Source: an optimization exercise on an open RTL-to-GDS flow (aim: small area, a short achievable clock period and few clock cycles per item). Production flows keep margins and buffers that such runs may drop. In this exercise RTL edits were held to simulation tests only and were not proved equivalent to the original.

== lane 1 ==
// rational_arithmetic_unit
module rational_arithmetic_unit (
    input  logic         aclk,
    input  logic         aresetn,
    input  logic         s_axis_tvalid,
    output logic         s_axis_tready,
    input  logic [135:0] s_axis_tdata,
    output logic         m_axis_tvalid,
    input  logic         m_axis_tready,
    output logic [71:0]  m_axis_tdata
);
    localparam logic [3:0] S_IDLE = 4'b0001;
    localparam logic [3:0] S_ERR  = 4'b0010;
    localparam logic [3:0] S_MUL  = 4'b0100;
    localparam logic [3:0] S_GCD  = 4'b1000;
    logic [2:0]  mode;
    logic [31:0] an, ad, bn, bd;
    assign mode = s_axis_tdata[2:0];
    assign an = s_axis_tdata[34:3];
    assign ad = s_axis_tdata[66:35];
    assign bn = s_axis_tdata[98:67];
    assign bd = s_axis_tdata[130:99];
    logic m_add, m_sub, m_mul, m_div, m_neg, m_inc, m_dec, two;
    assign m_add = (mode == rau_pkg::MODE_ADD);
    assign m_sub = (mode == rau_pkg::MODE_SUB);
    assign m_mul = (mode == rau_pkg::MODE_MUL);
    assign m_div = (mode == rau_pkg::MODE_DIV);
    assign m_neg = (mode == rau_pkg::MODE_NEG);
    assign m_inc = (mode == rau_pkg::MODE_INC);
    assign m_dec = (mode == rau_pkg::MODE_DEC);
    assign two   = ~mode[2];
    logic [3:0]  state;
    logic        ovalid;
    logic [4:0]  cnt;
    logic        first_r;
    logic        u1, w1, u2, w2, u3, w3;    
    logic        h1, h2, h3;                
    logic        se1, se2, se3;             
    logic [64:0] x;
    logic [63:0] y;
    logic signed [31:0] p1, p2;
    logic [30:0] q1, q2;
    logic        ovf_r;
    logic        abs_r;      
    logic        sgn_r;      
    logic [1:0]  err_r;
    logic [1:0]  ecode_r;
    logic zd, dz;
    assign zd = (ad == 32'd0) || (two && bd == 32'd0);
    assign dz = m_div && (bn == 32'd0);
    logic [30:0] sig;
    logic [4:0]  top;
    integer j;
    always_comb begin
        sig = (bd[30:0] ^ {31{bd[31]}})
            | (m_mul ? (bn[30:0] ^ {31{bn[31]}}) : (ad[30:0] ^ {31{ad[31]}}));
  ...
Size: roughly 5400 cells after synthesis.
Settings: LEC_CHECK=0, CAP_MARGIN=20, CORE_MARGIN=2, CORE_UTILIZATION=40, SETUP_SLACK_MARGIN=4, SLEW_MARGIN=20; clock period 10.0 ns.
run.sh (not shown) runs the stock make flow with config.mk's settings and CLKGATE_MAP_FILE= SYNTH_SCRIPT=/design/flow/synth_recipe.tcl, a recipe that flattens the netlist after the stock synthesis.
Testbench counts of lane 1, summed over its fixed seeds: cycles 49,017, items 2,400.
Here is what was changed in the inputs of lane 2 compared with lane 1.
-- flow/design.v --
<<< lane 1, line 57
    logic        abs_r;      
    logic        sgn_r;      
    logic [1:0]  err_r;
    logic [1:0]  ecode_r;
>>> lane 2, line 57
    logic        abs_r;      
    logic        sgn_r;      
    logic [1:0]  k_r;        
    logic [1:0]  err_r;
    logic [1:0]  ecode_r;
<<< lane 1, line 135
    logic [64:0] dsel;
    logic        ge;
    logic [2:0]  lowv;
    logic [1:0]  k;
    always_comb begin
>>> lane 2, line 136
    logic [64:0] dsel;
    logic        ge;
    logic [1:0]  k;
    always_comb begin
<<< lane 1, line 142
        y_odd  = y[0];
        x_eq_y = (x == {1'b0, y});
        ge = !x_add[64];
        dsel = ge ? x_add : {1'b0, y_add};
        if (!x_odd && !y_odd) lowv = x[2:0] | y[2:0];
        else if (!x_odd) lowv = x[2:0];
        else if (!y_odd) lowv = y[2:0];
        else lowv = x[2:0] ^ y[2:0];
        if (lowv[0]) k = 2'd0;
        else if (lowv[1]) k = 2'd1;
        else if (lowv[2]) k = 2'd2;
        else k = 2'd3;
    end
    logic        sub_step, xev, yev, both, swap;
>>> lane 2, line 142
        y_odd  = y[0];
        x_eq_y = (x == {1'b0, y});
        ge = (x >= {1'b0, y});
        dsel = ge ? x_add : {1'b0, y_add};
        k = k_r;
    end
    logic        sub_step, xev, yev, both, swap;
<<< lane 1, line 292
        bh = (d == 3'b011) || (d == 3'b100);
    endfunction
    always_ff @(posedge aclk) begin
        x <= (in_mul || in_abs) ? x_add : x_gcd;
    end
    logic nu1, nu2, nu3, nw1, nw2, nw3;
>>> lane 2, line 285
        bh = (d == 3'b011) || (d == 3'b100);
    endfunction
    function automatic logic [1:0] k_of(input logic [2:0] xl, input logic [2:0] yl);
        logic [2:0] lv;
        if (!xl[0] && !yl[0]) lv = xl | yl;
        else if (!xl[0]) lv = xl;
        else if (!yl[0]) lv = yl;
        else lv = xl ^ yl;
        if (lv[0]) k_of = 2'd0;
        else if (lv[1]) k_of = 2'd1;
        else if (lv[2]) k_of = 2'd2;
        else k_of = 2'd3;
    endfunction
    logic [64:0] x_d;
    logic [63:0] y_nx;
    always_comb begin
        x_d  = (in_mul || in_abs) ? x_add : x_gcd;
        if (in_mul) y_nx = y_add;
        else if (state[3] && !gcd_done && !in_abs) y_nx = y_gcd;
        else y_nx = y;
    end
    always_ff @(posedge aclk) begin
        x <= x_d;
        k_r <= k_of(x_d[2:0], y_nx[2:0]);
    end
    logic nu1, nu2, nu3, nw1, nw2, nw3;
Notes after the runs:
Lane 2 vs lane 1 — wire length of the first global-routing pass dropped by a few percent. On finished layout cell area: between lane 1 and lane 2, it ends up lower for lane 2. Setup slack in lane 2 is larger than in lane 1. Summary — inverter count, lane 2 relative to lane 1: higher, by 40. The detailed-route wire length reported for lane 2 is smaller than that of lane 1 by 14000 um. Re share of layout cells above drive strength 1: lane 1 and lane 2 aren't equal, and the lower value belongs to lane 2. Compared to lane 1, lane 2 leaves more free space in the core. For worst hold slack, lane 1 and lane 2 come out practically identical. Comparing lane 1 against lane 2, there is no change at all in antenna diode count. Overall via count from detail_route, lane 1 and lane 2, lower one = lane 2. Against lane 1, lane 2 comes in 2 higher on number of buffers and inverters on the critical path. Lane 2: synthesized cell count about 1.6% below lane 1.
Testbench counts of lane 2, summed over its fixed seeds: cycles 49,017, items 2,400.

==> what the ideal ports hide <==
In the flow no input, the clock included, has a driving cell. The finished layouts below were timed again as built, in two steps. Step 1, drivers: a clkbuf_16 drives aclk and a buf_2 each remaining input, both assumed. Step 2 adds t to the input delays and takes it off the output delays; t is the mean of the earliest and latest rising clock arrival at the registers after step 1. Input paths then give back, and output paths get back, about the clock's delay inside the block. Slacks: no drivers / after step 1 / after step 2; pairs: no drivers / after step 1.
| run | t, ns | setup WS [ns] | worst register clock-pin slew, ns | pins driven straight from the clock port |
|---|---|---|---|---|
| lane 1 | 0.674 | 4.007 / 3.959 / 3.383 | 0.07 / 0.07 | 1 |
| lane 2 | 0.681 | 4.068 / 4.001 / 3.457 | 0.07 / 0.07 | 1 |
After both steps every run listed still meets setup and hold. For lane 1, which loses most, drivers alone change the setup slack by -0.048 ns; drivers and shift together by -0.624 ns.
